This design comes from an exercise in tuning for small area, a short achievable clock period and few clock cycles on the open sky130 flow, not from production work. Where RTL was checked, it was by simulation tests only, not by an equivalence proof against the original. Power figures rest on the tool's default switching activity, not on a simulated workload.

==> inputs of trial 66 <==
// icache_nway
module icache_nway #(
    parameter int WAYS = 4,
    parameter int SETS = 8
) (
    input  logic         clk,
    input  logic         rst,
    input  logic         mem_read,
    input  logic [15:0]  mem_address,
    output logic [15:0]  mem_rdata,
    output logic         mem_resp,
    output logic         l2_read,
    output logic [15:0]  l2_address,
    input  logic [127:0] l2_rdata,
    input  logic         l2_resp
    ,
    input  logic         flush
);
    localparam int IW = $clog2(SETS);
    localparam int TW = 12 - IW;
    localparam int WW = $clog2(WAYS);
    localparam int PW = (WAYS == 4) ? 3 : 1;
    logic [SETS-1:0] valid    [WAYS];
    logic [TW-1:0]   tag_arr  [WAYS][SETS];
    logic [127:0]    data_arr [WAYS][SETS];
    logic [PW-1:0]   plru     [SETS];
    logic            fill_st;      
    logic [11:0]     p_line;
    logic [2:0]      p_word;
    logic            p_hit;
    logic [WAYS*SETS-1:0] fill_oh;  
    logic [WW-1:0]   p_way;
    logic [15:0]     p_data;
    logic [WAYS-1:0] p_way_oh;     
    logic [SETS-1:0] a_set_oh;     
    logic [7:0]      a_word_oh;    
    logic [7:0]      f_word_oh;    
    logic            arm_hit;      
    logic            reload;       
    logic [SETS-1:0] p_set_oh;     
    logic [7:0]      p_word_oh;    
    logic            arm_miss;     
    logic [11:0]   in_line;
    logic [2:0]    in_word;
    logic [IW-1:0] p_set, in_set;
    logic          unused_bit;
    assign in_line    = mem_address[15:4];
    assign in_word    = mem_address[3:1];
    assign in_set     = in_line[IW-1:0];
    assign p_set      = p_line[IW-1:0];
    assign unused_bit = mem_address[0];
    logic [WAYS-1:0] in_hit_oh;
    logic            in_hit;
    logic [WW-1:0]   in_way;
    always_comb begin
        in_way = '0;
        for (int w = 0; w < WAYS; w++) begin
            in_hit_oh[w] = valid[w][in_set] && tag_arr[w][in_set] == in_line[11:IW];
            if (in_hit_oh[w]) in_way = in_way | WW'(w);
        end
        in_hit = |in_hit_oh;
    end
    logic [11:0]     n_line;
    logic [11:0]     nn_line;
    logic [WAYS-1:0] nn_hit_oh;
    logic [WAYS-1:0] n_hit_oh;     
  ...
Settings: LEC_CHECK=0, CAP_MARGIN=20, CORE_MARGIN=2, CORE_UTILIZATION=60, SETUP_SLACK_MARGIN=4.3, SLEW_MARGIN=20; clock period 9.5 ns.
run.sh (not shown) runs the stock make flow with config.mk's settings and CLKGATE_MAP_FILE= SYNTH_SCRIPT=/design/flow/synth_recipe.tcl, a recipe that flattens the netlist after the stock synthesis.
==> trial 22 (differences from trial 66) <==
--- a/flow/design.v
+++ b/flow/design.v
@@ -31,53 +31,74 @@
     logic [WW-1:0]   p_way;
     logic [15:0]     p_data;
     logic [WAYS-1:0] p_way_oh;     
     logic [SETS-1:0] a_set_oh;     
     logic [7:0]      a_word_oh;    
     logic [7:0]      f_word_oh;    
     logic            arm_hit;      
     logic            reload;       
-    logic [SETS-1:0] p_set_oh;     
-    logic [7:0]      p_word_oh;    
     logic            arm_miss;     
+    logic            arm_l2;       
     logic [11:0]   in_line;
     logic [2:0]    in_word;
     logic [IW-1:0] p_set, in_set;
     logic          unused_bit;
     assign in_line    = mem_address[15:4];
     assign in_word    = mem_address[3:1];
     assign in_set     = in_line[IW-1:0];
     assign p_set      = p_line[IW-1:0];
     assign unused_bit = mem_address[0];
+    logic [SETS-1:0] in_set_oh;
     logic [WAYS-1:0] in_hit_oh;
     logic            in_hit;
     logic [WW-1:0]   in_way;
-    always_comb begin
+    logic [TW-1:0]   in_tag_w [WAYS];
+    logic [WAYS-1:0] in_val_w;
+    always_comb begin
+        for (int s = 0; s < SETS; s++) in_set_oh[s] = (in_set == IW'(s));
         in_way = '0;
         for (int w = 0; w < WAYS; w++) begin
-            in_hit_oh[w] = valid[w][in_set] && tag_arr[w][in_set] == in_line[11:IW];
+            in_tag_w[w] = '0;
+            in_val_w[w] = 1'b0;
+            for (int s = 0; s < SETS; s++) begin
+                in_tag_w[w] = in_tag_w[w] | ({TW{in_set_oh[s]}} & tag_arr[w][s]);
+                in_val_w[w] = in_val_w[w] | (in_set_oh[s] & valid[w][s]);
+            end
+            in_hit_oh[w] = in_val_w[w] && (in_tag_w[w] == in_line[11:IW]);
             if (in_hit_oh[w]) in_way = in_way | WW'(w);
         end
         in_hit = |in_hit_oh;
     end
     logic [11:0]     n_line;
     logic [11:0]     nn_line;
-    logic [WAYS-1:0] nn_hit_oh;
-    logic [WAYS-1:0] n_hit_oh;     
+    logic [SETS-1:0] n_set_oh;
+    logic [TW-1:0]   n_tag;
+    logic [WAYS-1:0] n_hit_oh;
+    logic [TW-1:0]   tag_arr_n [WAYS];
     logic            n_hit;
     logic [WW-1:0]   n_way;
     assign n_line = p_line + 12'd1;
     always_comb begin
-        for (int w = 0; w < WAYS; w++)
-            nn_hit_oh[w] = valid[w][nn_line[IW-1:0]] && tag_arr[w][nn_line[IW-1:0]] == nn_line[11:IW];
         n_way = '0;
-        for (int w = 0; w < WAYS; w++)
+        for (int w = 0; w < WAYS; w++) begin
+            n_hit_oh[w] = 1'b0;
+            for (int s = 0; s < SETS; s++)
+                n_hit_oh[w] = n_hit_oh[w] | (n_set_oh[s] && valid[w][s]);
+            n_hit_oh[w] = n_hit_oh[w] && (n_tag == tag_arr_n[w]);
             if (n_hit_oh[w]) n_way = n_way | WW'(w);
+        end
         n_hit = |n_hit_oh;
+    end
+    always_comb begin
+        for (int w = 0; w < WAYS; w++) begin
+            tag_arr_n[w] = '0;
+            for (int s = 0; s < SETS; s++)
+                tag_arr_n[w] = tag_arr_n[w] | ({TW{n_set_oh[s]}} & tag_arr[w][s]);
+        end
     end
     logic [WW-1:0] victim, plru_way;
     logic [PW-1:0] plru_upd;
     logic [WW-1:0] acc_way;
     logic [2:0]    pc;
     generate
         if (WAYS == 4) begin : g_tree
             assign pc       = plru[p_set];
@@ -106,18 +127,18 @@
     assign line_eq    = (in_line == p_line);
     assign word_eq    = (in_word == p_word);
     assign fast_hit   = mem_read && arm_hit && line_eq && word_eq;
     assign start_fill = mem_read && arm_miss && line_eq;
     assign repoint    = mem_read && !fill_st && !reload && !(line_eq && (word_eq || arm_miss));
     assign fill_done  = fill_st && l2_resp;
     assign advance    = fast_hit || fill_done;
     assign acc_way    = fill_st ? victim : p_way;
-    assign mem_resp   = fast_hit || (mem_read && fill_done);
-    assign l2_read    = fill_st || start_fill;
+    assign mem_resp   = mem_read && line_eq && word_eq && (arm_hit || fill_done);
+    assign l2_read    = mem_read && line_eq && arm_l2;
     assign l2_address = {p_line, 4'b0000};
     always_comb begin
         mem_rdata = fill_st ? 16'h0000 : p_data;
         for (int k = 0; k < 8; k++)
             mem_rdata = mem_rdata | ({16{f_word_oh[k]}} & l2_rdata[k*16 +: 16]);
     end
     logic [11:0]   p_line_nx;
     logic [2:0]    p_word_nx;
@@ -137,17 +158,17 @@
             p_word_nx = in_word;
         end
         if (fill_done) fill_nx = 1'b0;
         if (repoint) begin
             p_line_nx = in_line;
             p_word_nx = in_word;
             p_hit_nx  = in_hit;
             p_way_nx  = in_way;
-            reload_nx = in_hit;
+            reload_nx = in_hit && nx_last;
         end else if (advance) begin
             p_word_nx = p_word + 3'd1;
             if (nx_last) begin
                 p_line_nx = n_line;
                 p_hit_nx  = n_hit;
                 p_way_nx  = n_way;
             end else if (fill_done) begin
                 p_hit_nx  = 1'b1;
@@ -157,39 +178,47 @@
         if (flush_now) begin
             p_hit_nx  = 1'b0;
             reload_nx = 1'b0;
         end
         {a_line_nx, a_word_nx} = {p_line_nx, p_word_nx} + 15'd1;
         nn_line = p_line_nx + 12'd1;
     end
     logic [SETS-1:0] r_set_oh;
-    logic [7:0]      r_word_oh;
+    logic [7:0]      in_word_oh, r_word_oh;
     logic [WAYS-1:0] r_way_oh;
+    logic [15:0]     set_word [WAYS][8];
     logic [15:0]     way_word [WAYS];
     logic [15:0]     r_data, f_data, p_data_nx;
-    assign r_set_oh  = reload ? p_set_oh  : a_set_oh;
-    assign r_word_oh = reload ? p_word_oh : a_word_oh;
-    assign r_way_oh  = (nx_last && !reload) ? n_hit_oh : p_way_oh;
+    logic            to_next;
+    always_comb begin
+        for (int k = 0; k < 8; k++) in_word_oh[k] = (in_word == 3'(k));
+    end
+    assign to_next     = nx_last && !reload;
+    assign r_set_oh  = to_next ? a_set_oh : in_set_oh;
+    assign r_word_oh = (repoint || reload) ? in_word_oh : a_word_oh;
+    assign r_way_oh  = repoint ? in_hit_oh : (to_next ? n_hit_oh : p_way_oh);
     always_comb begin
         r_data = '0;
         f_data = '0;
         for (int w = 0; w < WAYS; w++) begin
             way_word[w] = '0;
-            for (int s = 0; s < SETS; s++)
-                for (int k = 0; k < 8; k++)
-                    way_word[w] = way_word[w]
-                                | ({16{r_set_oh[s] & r_word_oh[k]}} & data_arr[w][s][k*16 +: 16]);
+            for (int k = 0; k < 8; k++) begin
+                set_word[w][k] = '0;
+                for (int s = 0; s < SETS; s++)
+                    set_word[w][k] = set_word[w][k] | ({16{r_set_oh[s]}} & data_arr[w][s][k*16 +: 16]);
+                way_word[w] = way_word[w] | ({16{r_word_oh[k]}} & set_word[w][k]);
+            end
             r_data = r_data | ({16{r_way_oh[w]}} & way_word[w]);
         end
         for (int k = 0; k < 8; k++) f_data = f_data | ({16{a_word_oh[k]}} & l2_rdata[k*16 +: 16]);
     end
     assign p_data_nx = (fill_done && !nx_last) ? f_data : r_data;
     always_ff @(posedge clk) begin
-        if (reload || advance) p_data <= p_data_nx;
+        if (repoint || reload || advance) p_data <= p_data_nx;
     end
     logic flush_pend;
     assign flush_now = !fill_st && (flush || flush_pend);
     always_ff @(posedge clk or posedge rst) begin
         if (rst) begin
             flush_pend <= 1'b0;
         end else if (fill_st && flush) begin
             flush_pend <= 1'b1;
@@ -205,48 +234,48 @@
             p_hit     <= 1'b0;
             p_way     <= '0;
             p_way_oh  <= WAYS'(1);
             a_set_oh  <= SETS'(1);
             a_word_oh <= 8'b0000_0010;
             f_word_oh <= '0;
             arm_hit   <= 1'b0;
             arm_miss  <= 1'b1;
+            arm_l2    <= 1'b1;
             reload    <= 1'b0;
-            n_hit_oh  <= '0;
+            n_set_oh  <= SETS'(2);
+            n_tag     <= '0;
             fill_oh   <= '0;
-            p_set_oh  <= SETS'(1);
-            p_word_oh <= 8'b0000_0001;
             for (int w = 0; w < WAYS; w++) valid[w] <= '0;
             for (int s = 0; s < SETS; s++) plru[s] <= '0;
         end else begin
             fill_st <= fill_nx;
             p_line  <= p_line_nx;
             p_word  <= p_word_nx;
             p_hit   <= p_hit_nx;
             p_way   <= p_way_nx;
             for (int w = 0; w < WAYS; w++) p_way_oh[w] <= (p_way_nx == WW'(w));
             for (int s = 0; s < SETS; s++) a_set_oh[s] <= (a_line_nx[IW-1:0] == IW'(s));
             for (int k = 0; k < 8; k++) begin
                 a_word_oh[k] <= (a_word_nx == 3'(k));
                 f_word_oh[k] <= fill_nx && (p_word_nx == 3'(k));
             end
             arm_hit  <= !fill_nx && p_hit_nx && !reload_nx;
             reload   <= reload_nx;
-            n_hit_oh <= flush_now ? '0 : nn_hit_oh;
+            for (int s = 0; s < SETS; s++) n_set_oh[s] <= (nn_line[IW-1:0] == IW'(s));
+            n_tag    <= nn_line[11:IW];
             if (start_fill) begin
                 for (int w = 0; w < WAYS; w++)
                     for (int s = 0; s < SETS; s++)
                         fill_oh[w*SETS+s] <= (victim == WW'(w)) && (p_set == IW'(s));
             end else if (fill_done) begin
                 fill_oh <= '0;
             end
-            for (int s = 0; s < SETS; s++) p_set_oh[s] <= (p_line_nx[IW-1:0] == IW'(s));
-            for (int k = 0; k < 8; k++) p_word_oh[k] <= (p_word_nx == 3'(k));
             arm_miss <= !fill_nx && !p_hit_nx;
+            arm_l2   <= fill_nx || !p_hit_nx;
             if (fill_done) valid[victim][p_set] <= 1'b1;
             if (advance) plru[p_set] <= plru_upd;
             if (flush_now) begin
                 for (int w = 0; w < WAYS; w++) valid[w] <= '0;
                 for (int s = 0; s < SETS; s++) plru[s] <= '0;
             end
         end
     end
==> flow/flow/run.sh (new file) <==
#!/bin/bash
# The standard layout (the standard.sh, standard synthesis unchanged), with the ports
# buffered by buf_4 cells instead of the delay cells buffer_ports picks by default, and the
# timing repair after global routing run with 25% slower wire estimates (flow/grt_rc.tcl).
set -euo pipefail
bash standard.sh BUFFER_PORTS_ARGS="-buffer_cell sky130_fd_sc_hd__buf_4" \
    PRE_GLOBAL_ROUTE_TCL="$PWD/flow/grt_rc.tcl" finish > flow_make.log 2>&1
==> flow/flow/grt_rc.tcl (new file) <==
# Sourced before global routing: the repair after global routing sees wires 25% slower
# than the platform's estimate, since detailed routing makes the long select and data nets
# slower than global routing estimates them. Later steps use the platform's values again.
set_layer_rc -layer li1 -capacitance [expr {1.25 * 1.499e-04}] -resistance [expr {1.25 * 7.176e-02}]
set_layer_rc -layer met1 -capacitance [expr {1.25 * 1.72375E-04}] -resistance [expr {1.25 * 8.929e-04}]
set_layer_rc -layer met2 -capacitance [expr {1.25 * 1.36233E-04}] -resistance [expr {1.25 * 8.929e-04}]
set_layer_rc -layer met3 -capacitance [expr {1.25 * 2.14962E-04}] -resistance [expr {1.25 * 1.567e-04}]
set_layer_rc -layer met4 -capacitance [expr {1.25 * 1.48128E-04}] -resistance [expr {1.25 * 1.567e-04}]
set_layer_rc -layer met5 -capacitance [expr {1.25 * 1.54087E-04}] -resistance [expr {1.25 * 1.781e-05}]
set_wire_rc -signal -layer met1
set_wire_rc -clock -layer met3
==> flow/standard.sh (new file) <==
#!/bin/bash
# synth_recipe.tcl (not shown) runs the flow's synth.tcl, then flattens the netlist and writes it again
# the make line also repeats each setting of config.mk as NAME=value (left out here)
make -C /OpenROAD-flow-scripts/flow DESIGN_CONFIG=/design/flow/config.mk WORK_HOME=/design/flow/orfs CLKGATE_MAP_FILE= SYNTH_SCRIPT=/design/flow/synth_recipe.tcl "${@:-finish}"
- CORE_UTILIZATION: 60 -> 50
- CTS_BUF_LIST: unset -> sky130_fd_sc_hd__clkbuf_16
- CTS_CLUSTER_DIAMETER: unset -> 80
- CTS_CLUSTER_SIZE: unset -> 24
- SETUP_SLACK_MARGIN: 4.3 -> 4.8
- TNS_END_PERCENT: unset -> 5
removed: flow/run.sh
==> comparison table <==
Result of the run: trial 22 no timing/DRC/antenna violations; trial 66 failed layout checks
Reasons for failing layout checks: trial 22 -; trial 66 antenna rules
Vias per inst: trial 22 7.20; trial 66 8.14
Fmax: trial 22 198 MHz; trial 66 190 MHz
Levels on crit path: trial 22 4; trial 66 5
Core Region: trial 22 339,000 µm²; trial 66 280,000 µm²
Data-path buffer share of cell area in the final layout: trial 22 3.21%; trial 66 5.15%
Multi-input gate area: trial 22 31,900 µm²; trial 66 32,300 µm²
Total CTS buffers: trial 22 217; trial 66 447
Yosys Warn Count: trial 22 9; trial 66 6
Sequential group power: trial 22 22.1 mW; trial 66 22.2 mW
Internal power: trial 22 27.2 mW; trial 66 33.7 mW
Combinational power share: trial 22 8.4%; trial 66 10.5%
Postcts setup bufs: trial 22 39; trial 66 50
Final design utilization: trial 22 54.8%; trial 66 70.8%
Total combinational power: trial 22 2.96 mW; trial 66 4.69 mW
Net count of the finished layout: trial 22 9,704; trial 66 9,972
Non-clk bufs: trial 22 539; trial 66 824
Initial standard-cell utilization of the core: trial 22 50.1%; trial 66 60.4%
Testbench counts of trial 22, summed over its fixed seeds: cycles 28,672.
Function not checked in trial 66: the RTL went through the layout flow alone.


==> 07-25 <==
==> flow/design.v <==
module icache_nway #(
    parameter int WAYS = 4,
    parameter int SETS = 8
) (
    input  logic         clk,
    input  logic         rst,
    input  logic         mem_read,
    input  logic [15:0]  mem_address,
    output logic [15:0]  mem_rdata,
    output logic         mem_resp,
    output logic         l2_read,
    output logic [15:0]  l2_address,
    input  logic [127:0] l2_rdata,
    input  logic         l2_resp
    ,
    input  logic         flush
);
    localparam int IW = $clog2(SETS);
    localparam int TW = 12 - IW;
    localparam int WW = $clog2(WAYS);
    localparam int PW = (WAYS == 4) ? 3 : 1;
    logic [SETS-1:0] valid    [WAYS];
    logic [TW-1:0]   tag_arr  [WAYS][SETS];
    logic [127:0]    data_arr [WAYS][SETS];
    logic [PW-1:0]   plru     [SETS];
    logic            fill_st;      
    logic [11:0]     p_line;
    logic [2:0]      p_word;
    logic            p_hit;
    logic [WAYS*SETS-1:0] fill_oh;  
    logic [WW-1:0]   p_way;
    logic [15:0]     p_data;
    logic [WAYS-1:0] p_way_oh;     
    logic [SETS-1:0] a_set_oh;     
    logic [7:0]      a_word_oh;    
    logic [7:0]      f_word_oh;    
    logic            arm_hit;      
    logic            reload;       
    logic            arm_miss;     
    logic            arm_l2;       
    logic [11:0]   in_line;
    logic [2:0]    in_word;
    logic [IW-1:0] p_set, in_set;
    logic          unused_bit;
    assign in_line    = mem_address[15:4];
    assign in_word    = mem_address[3:1];
    assign in_set     = in_line[IW-1:0];
    assign p_set      = p_line[IW-1:0];
    assign unused_bit = mem_address[0];
    logic [SETS-1:0] in_set_oh;
    logic [WAYS-1:0] in_hit_oh;
    logic            in_hit;
    logic [WW-1:0]   in_way;
    logic [TW-1:0]   in_tag_w [WAYS];
    logic [WAYS-1:0] in_val_w;
    always_comb begin
        for (int s = 0; s < SETS; s++) in_set_oh[s] = (in_set == IW'(s));
        in_way = '0;
        for (int w = 0; w < WAYS; w++) begin
            in_tag_w[w] = '0;
            in_val_w[w] = 1'b0;
            for (int s = 0; s < SETS; s++) begin
                in_tag_w[w] = in_tag_w[w] | ({TW{in_set_oh[s]}} & tag_arr[w][s]);
                in_val_w[w] = in_val_w[w] | (in_set_oh[s] & valid[w][s]);
            end
            in_hit_oh[w] = in_val_w[w] && (in_tag_w[w] == in_line[11:IW]);
            if (in_hit_oh[w]) in_way = in_way | WW'(w);
        end
        in_hit = |in_hit_oh;
    end
    logic [11:0]     n_line;
    logic [11:0]     nn_line;
    logic [SETS-1:0] n_set_oh;
    logic [TW-1:0]   n_tag;
    logic [WAYS-1:0] n_hit_oh;
    logic [TW-1:0]   tag_arr_n [WAYS];
    logic            n_hit;
    logic [WW-1:0]   n_way;
    assign n_line = p_line + 12'd1;
    always_comb begin
        n_way = '0;
        for (int w = 0; w < WAYS; w++) begin
            n_hit_oh[w] = 1'b0;
            for (int s = 0; s < SETS; s++)
                n_hit_oh[w] = n_hit_oh[w] | (n_set_oh[s] && valid[w][s]);
            n_hit_oh[w] = n_hit_oh[w] && (n_tag == tag_arr_n[w]);
            if (n_hit_oh[w]) n_way = n_way | WW'(w);
        end
        n_hit = |n_hit_oh;
    end
    always_comb begin
        for (int w = 0; w < WAYS; w++) begin
            tag_arr_n[w] = '0;
            for (int s = 0; s < SETS; s++)
                tag_arr_n[w] = tag_arr_n[w] | ({TW{n_set_oh[s]}} & tag_arr[w][s]);
        end
    end
    logic [WW-1:0] victim, plru_way;
    logic [PW-1:0] plru_upd;
    logic [WW-1:0] acc_way;
    logic [2:0]    pc;
    generate
        if (WAYS == 4) begin : g_tree
            assign pc       = plru[p_set];
            assign plru_way = pc[0] ? {1'b1, pc[2]} : {1'b0, pc[1]};
            always_comb begin
                plru_upd    = pc;
                plru_upd[0] = ~acc_way[1];
                if (acc_way[1]) plru_upd[2] = ~acc_way[0];
                else            plru_upd[1] = ~acc_way[0];
            end
        end else begin : g_bit
            assign pc       = '0;
            assign plru_way = plru[p_set];
            assign plru_upd = ~acc_way;
        end
    endgenerate
    always_comb begin
        victim = plru_way;
        for (int w = WAYS - 1; w >= 0; w--) begin
            if (!valid[w][p_set]) victim = WW'(w);
        end
    end
    logic line_eq, word_eq, fast_hit, start_fill, repoint, fill_done, advance, flush_now;
    logic nx_last;
    assign nx_last    = (p_word == 3'd7);
    assign line_eq    = (in_line == p_line);
    assign word_eq    = (in_word == p_word);
    assign fast_hit   = mem_read && arm_hit && line_eq && word_eq;
    assign start_fill = mem_read && arm_miss && line_eq;
    assign repoint    = mem_read && !fill_st && !reload && !(line_eq && (word_eq || arm_miss));
    assign fill_done  = fill_st && l2_resp;
    assign advance    = fast_hit || fill_done;
    assign acc_way    = fill_st ? victim : p_way;
    assign mem_resp   = mem_read && line_eq && word_eq && (arm_hit || fill_done);
    assign l2_read    = mem_read && line_eq && arm_l2;
    assign l2_address = {p_line, 4'b0000};
    always_comb begin
        mem_rdata = fill_st ? 16'h0000 : p_data;
        for (int k = 0; k < 8; k++)
            mem_rdata = mem_rdata | ({16{f_word_oh[k]}} & l2_rdata[k*16 +: 16]);
    end
    logic [11:0]   p_line_nx;
    logic [2:0]    p_word_nx;
    logic          p_hit_nx, fill_nx, reload_nx;
    logic [WW-1:0] p_way_nx;
    logic [11:0]   a_line_nx;
    logic [2:0]    a_word_nx;
    always_comb begin
        p_line_nx = p_line;
        p_word_nx = p_word;
        p_hit_nx  = p_hit;
        p_way_nx  = p_way;
        fill_nx   = fill_st;
        reload_nx = 1'b0;
        if (start_fill) begin
            fill_nx   = 1'b1;
            p_word_nx = in_word;
        end
        if (fill_done) fill_nx = 1'b0;
        if (repoint) begin
            p_line_nx = in_line;
            p_word_nx = in_word;
            p_hit_nx  = in_hit;
            p_way_nx  = in_way;
            reload_nx = in_hit && nx_last;
        end else if (advance) begin
            p_word_nx = p_word + 3'd1;
            if (nx_last) begin
                p_line_nx = n_line;
                p_hit_nx  = n_hit;
                p_way_nx  = n_way;
            end else if (fill_done) begin
                p_hit_nx  = 1'b1;
                p_way_nx  = victim;
            end
        end
        if (flush_now) begin
            p_hit_nx  = 1'b0;
            reload_nx = 1'b0;
        end
        {a_line_nx, a_word_nx} = {p_line_nx, p_word_nx} + 15'd1;
        nn_line = p_line_nx + 12'd1;
    end
    logic [SETS-1:0] r_set_oh;
    logic [7:0]      in_word_oh, r_word_oh;
    logic [WAYS-1:0] r_way_oh;
    logic [15:0]     set_word [WAYS][8];
    logic [15:0]     way_word [WAYS];
    logic [15:0]     r_data, f_data, p_data_nx;
    logic            to_next;
    always_comb begin
        for (int k = 0; k < 8; k++) in_word_oh[k] = (in_word == 3'(k));
    end
    assign to_next     = nx_last && !reload;
    assign r_set_oh  = to_next ? a_set_oh : in_set_oh;
    assign r_word_oh = (repoint || reload) ? in_word_oh : a_word_oh;
    assign r_way_oh  = repoint ? in_hit_oh : (to_next ? n_hit_oh : p_way_oh);
    always_comb begin
        r_data = '0;
        f_data = '0;
        for (int w = 0; w < WAYS; w++) begin
            way_word[w] = '0;
            for (int k = 0; k < 8; k++) begin
                set_word[w][k] = '0;
                for (int s = 0; s < SETS; s++)
                    set_word[w][k] = set_word[w][k] | ({16{r_set_oh[s]}} & data_arr[w][s][k*16 +: 16]);
                way_word[w] = way_word[w] | ({16{r_word_oh[k]}} & set_word[w][k]);
            end
            r_data = r_data | ({16{r_way_oh[w]}} & way_word[w]);
        end
        for (int k = 0; k < 8; k++) f_data = f_data | ({16{a_word_oh[k]}} & l2_rdata[k*16 +: 16]);
    end
    assign p_data_nx = (fill_done && !nx_last) ? f_data : r_data;
    always_ff @(posedge clk) begin
        if (repoint || reload || advance) p_data <= p_data_nx;
    end
    logic flush_pend;
    assign flush_now = !fill_st && (flush || flush_pend);
    always_ff @(posedge clk or posedge rst) begin
        if (rst) begin
            flush_pend <= 1'b0;
        end else if (fill_st && flush) begin
            flush_pend <= 1'b1;
        end else if (flush_now) begin
            flush_pend <= 1'b0;
        end
    end
    always_ff @(posedge clk or posedge rst) begin
        if (rst) begin
            fill_st   <= 1'b0;
            p_line    <= '0;
            p_word    <= '0;
            p_hit     <= 1'b0;
            p_way     <= '0;
            p_way_oh  <= WAYS'(1);
            a_set_oh  <= SETS'(1);
            a_word_oh <= 8'b0000_0010;
            f_word_oh <= '0;
            arm_hit   <= 1'b0;
            arm_miss  <= 1'b1;
            arm_l2    <= 1'b1;
            reload    <= 1'b0;
            n_set_oh  <= SETS'(2);
            n_tag     <= '0;
            fill_oh   <= '0;
            for (int w = 0; w < WAYS; w++) valid[w] <= '0;
            for (int s = 0; s < SETS; s++) plru[s] <= '0;
        end else begin
            fill_st <= fill_nx;
            p_line  <= p_line_nx;
            p_word  <= p_word_nx;
            p_hit   <= p_hit_nx;
            p_way   <= p_way_nx;
            for (int w = 0; w < WAYS; w++) p_way_oh[w] <= (p_way_nx == WW'(w));
            for (int s = 0; s < SETS; s++) a_set_oh[s] <= (a_line_nx[IW-1:0] == IW'(s));
            for (int k = 0; k < 8; k++) begin
                a_word_oh[k] <= (a_word_nx == 3'(k));
                f_word_oh[k] <= fill_nx && (p_word_nx == 3'(k));
            end
            arm_hit  <= !fill_nx && p_hit_nx && !reload_nx;
            reload   <= reload_nx;
            for (int s = 0; s < SETS; s++) n_set_oh[s] <= (nn_line[IW-1:0] == IW'(s));
            n_tag    <= nn_line[11:IW];
            if (start_fill) begin
                for (int w = 0; w < WAYS; w++)
                    for (int s = 0; s < SETS; s++)
                        fill_oh[w*SETS+s] <= (victim == WW'(w)) && (p_set == IW'(s));
            end else if (fill_done) begin
                fill_oh <= '0;
            end
            arm_miss <= !fill_nx && !p_hit_nx;
            arm_l2   <= fill_nx || !p_hit_nx;
            if (fill_done) valid[victim][p_set] <= 1'b1;
            if (advance) plru[p_set] <= plru_upd;
            if (flush_now) begin
                for (int w = 0; w < WAYS; w++) valid[w] <= '0;
                for (int s = 0; s < SETS; s++) plru[s] <= '0;
            end
        end
    end
    always_ff @(posedge clk) begin
        for (int w = 0; w < WAYS; w++)
            for (int s = 0; s < SETS; s++)
                if (fill_oh[w*SETS+s]) begin
                    tag_arr[w][s]  <= p_line[11:IW];
                    data_arr[w][s] <= l2_rdata;
                end
    end
endmodule
==> flow/flow/run.sh <==
#!/bin/bash
# The standard layout (the standard.sh, standard synthesis unchanged), with the ports
# buffered by buf_4 cells instead of the delay cells buffer_ports picks by default, and the
# timing repair after global routing run with 25% slower wire estimates (flow/grt_rc.tcl).
set -euo pipefail
bash standard.sh BUFFER_PORTS_ARGS="-buffer_cell sky130_fd_sc_hd__buf_4" \
    PRE_GLOBAL_ROUTE_TCL="$PWD/flow/grt_rc.tcl" finish > flow_make.log 2>&1
==> flow/flow/grt_rc.tcl <==
# Sourced before global routing: the repair after global routing sees wires 25% slower
# than the platform's estimate, since detailed routing makes the long select and data nets
# slower than global routing estimates them. Later steps use the platform's values again.
set_layer_rc -layer li1 -capacitance [expr {1.25 * 1.499e-04}] -resistance [expr {1.25 * 7.176e-02}]
set_layer_rc -layer met1 -capacitance [expr {1.25 * 1.72375E-04}] -resistance [expr {1.25 * 8.929e-04}]
set_layer_rc -layer met2 -capacitance [expr {1.25 * 1.36233E-04}] -resistance [expr {1.25 * 8.929e-04}]
set_layer_rc -layer met3 -capacitance [expr {1.25 * 2.14962E-04}] -resistance [expr {1.25 * 1.567e-04}]
set_layer_rc -layer met4 -capacitance [expr {1.25 * 1.48128E-04}] -resistance [expr {1.25 * 1.567e-04}]
set_layer_rc -layer met5 -capacitance [expr {1.25 * 1.54087E-04}] -resistance [expr {1.25 * 1.781e-05}]
set_wire_rc -signal -layer met1
set_wire_rc -clock -layer met3
==> flow/standard.sh <==
#!/bin/bash
# synth_recipe.tcl (not shown) runs the flow's synth.tcl, then flattens the netlist and writes it again
# the make line also repeats each setting of config.mk as NAME=value (left out here)
make -C /OpenROAD-flow-scripts/flow DESIGN_CONFIG=/design/flow/config.mk WORK_HOME=/design/flow/orfs CLKGATE_MAP_FILE= SYNTH_SCRIPT=/design/flow/synth_recipe.tcl "${@:-finish}"
==> flow/config.mk <==
export PLATFORM = sky130hd
export DESIGN_NAME = icache_nway
export DESIGN_NICKNAME = icache_nway
export VERILOG_FILES = /design/flow/design.v
export SDC_FILE = /design/flow/constraint.sdc
export NUM_CORES = 8
export LEC_CHECK = 0
export CAP_MARGIN = 20
export CORE_MARGIN = 2
export CORE_UTILIZATION = 55
export CTS_BUF_LIST = sky130_fd_sc_hd__clkbuf_16
export CTS_CLUSTER_DIAMETER = 80
export CTS_CLUSTER_SIZE = 24
export SETUP_SLACK_MARGIN = 4.8
export SLEW_MARGIN = 20
export TNS_END_PERCENT = 5
==> flow/constraint.sdc <==
create_clock -name core_clock -period 9.5 [get_ports {clk}]
set_input_delay 1.9000 -clock core_clock [delete_from_list [all_inputs] [get_ports {clk}]]
set_output_delay 1.9000 -clock core_clock [all_outputs]
set_load 0.01 [all_outputs]
==> inputs of 09-03, as changes to 07-25 <==
--- a/flow/flow/run.sh
+++ b/flow/flow/run.sh
@@ -3,3 +3,3 @@
 # buffered by buf_4 cells instead of the delay cells buffer_ports picks by default, and the
-# timing repair after global routing run with 25% slower wire estimates (flow/grt_rc.tcl).
+# timing repair after global routing run with 45% slower wire estimates (flow/grt_rc.tcl).
 set -euo pipefail
==> flow/flow/grt_rc.tcl (replaced) <==
# Sourced before global routing: the repair after global routing sees wires 45% slower
# than the platform's estimate, since detailed routing makes the long select and data nets
# slower than global routing estimates them. Later steps use the platform's values again.
set_layer_rc -layer li1 -capacitance [expr {1.45 * 1.499e-04}] -resistance [expr {1.45 * 7.176e-02}]
set_layer_rc -layer met1 -capacitance [expr {1.45 * 1.72375E-04}] -resistance [expr {1.45 * 8.929e-04}]
set_layer_rc -layer met2 -capacitance [expr {1.45 * 1.36233E-04}] -resistance [expr {1.45 * 8.929e-04}]
set_layer_rc -layer met3 -capacitance [expr {1.45 * 2.14962E-04}] -resistance [expr {1.45 * 1.567e-04}]
set_layer_rc -layer met4 -capacitance [expr {1.45 * 1.48128E-04}] -resistance [expr {1.45 * 1.567e-04}]
set_layer_rc -layer met5 -capacitance [expr {1.45 * 1.54087E-04}] -resistance [expr {1.45 * 1.781e-05}]
set_wire_rc -signal -layer met1
set_wire_rc -clock -layer met3
SETUP_SLACK_MARGIN = 4.6   (was 4.8)
==> comparison table <==
|  | 09-03 | 07-25 |
|---|---|---|
| Average wire per cell in the routed design | 40.8 µm | 41.3 µm |
| Portion of total power attributed to combinational logic | 8.2% | 8.3% |
| Critical Path Source | l2_rdata[37] | l2_rdata[71] |
| Total area of multi-input combinational cells | 31700 µm² | 31900 µm² |
| Combinational power | 2.91 mW | 2.94 mW |
| Final Total Pwr | 35.4 mW | 35.4 mW |
| Fmax | 199 MHz | 200 MHz |
| Mean number of vias per cell | 7.38 | 7.38 |
| Initial antenna violation count | 71 | 70 |
| Register-to-Register Setup Slack | 5.24 ns | 5.20 ns |
| Pwr dens | 191 nW/µm² | 192 nW/µm² |
| First-pass detailed-route iteration total | 8 | 7 |
| Cell leakage power | 55.9 nW | 55.9 nW |
| Via Count | 101000 | 101000 |
| Result of the run | complete, but fails checks | finished clean |
| Layout check failures | antenna rules | - |
| Total stage count of the critical path | 5 | 4 |
Testbench counts of 07-25, summed over its fixed seeds: cycles 28,672.
Testbench counts of 09-03, summed over its fixed seeds: cycles 28,672.

==> separate check: timing with driven ports <==
No port has a modelled driver above. Below, the same layouts with a new extraction and two added sets of constraints. Step 1 (the two cells are an assumption about what drives the block):
set clk [get_ports {clk}]
set_driving_cell -lib_cell sky130_fd_sc_hd__clkbuf_16 $clk
set_driving_cell -lib_cell sky130_fd_sc_hd__buf_2 [delete_from_list [all_inputs] $clk]
Step 2, shift: input delay + t, output delay - t, t = (earliest + latest rising clock arrival at the registers) / 2. This alone moves slack from input paths to output paths. Three values: no drivers, after step 1, after step 2; two values: the first two.
run | t, ns | setup slack, ns | cell pins on the clock port's net
trial 66 | 1.101 | 4.241 / 4.212 / 3.266 | 1
trial 22 | 1.073 | 4.448 / 4.141 / 3.682 | 1
07-25 | 1.056 | 4.503 / 4.251 / 3.639 | 1
09-03 | 1.058 | 4.467 / 4.226 / 3.760 | 1
For trial 66, which loses most, drivers alone change the setup slack by -0.029 ns; drivers and shift together by -0.975 ns.
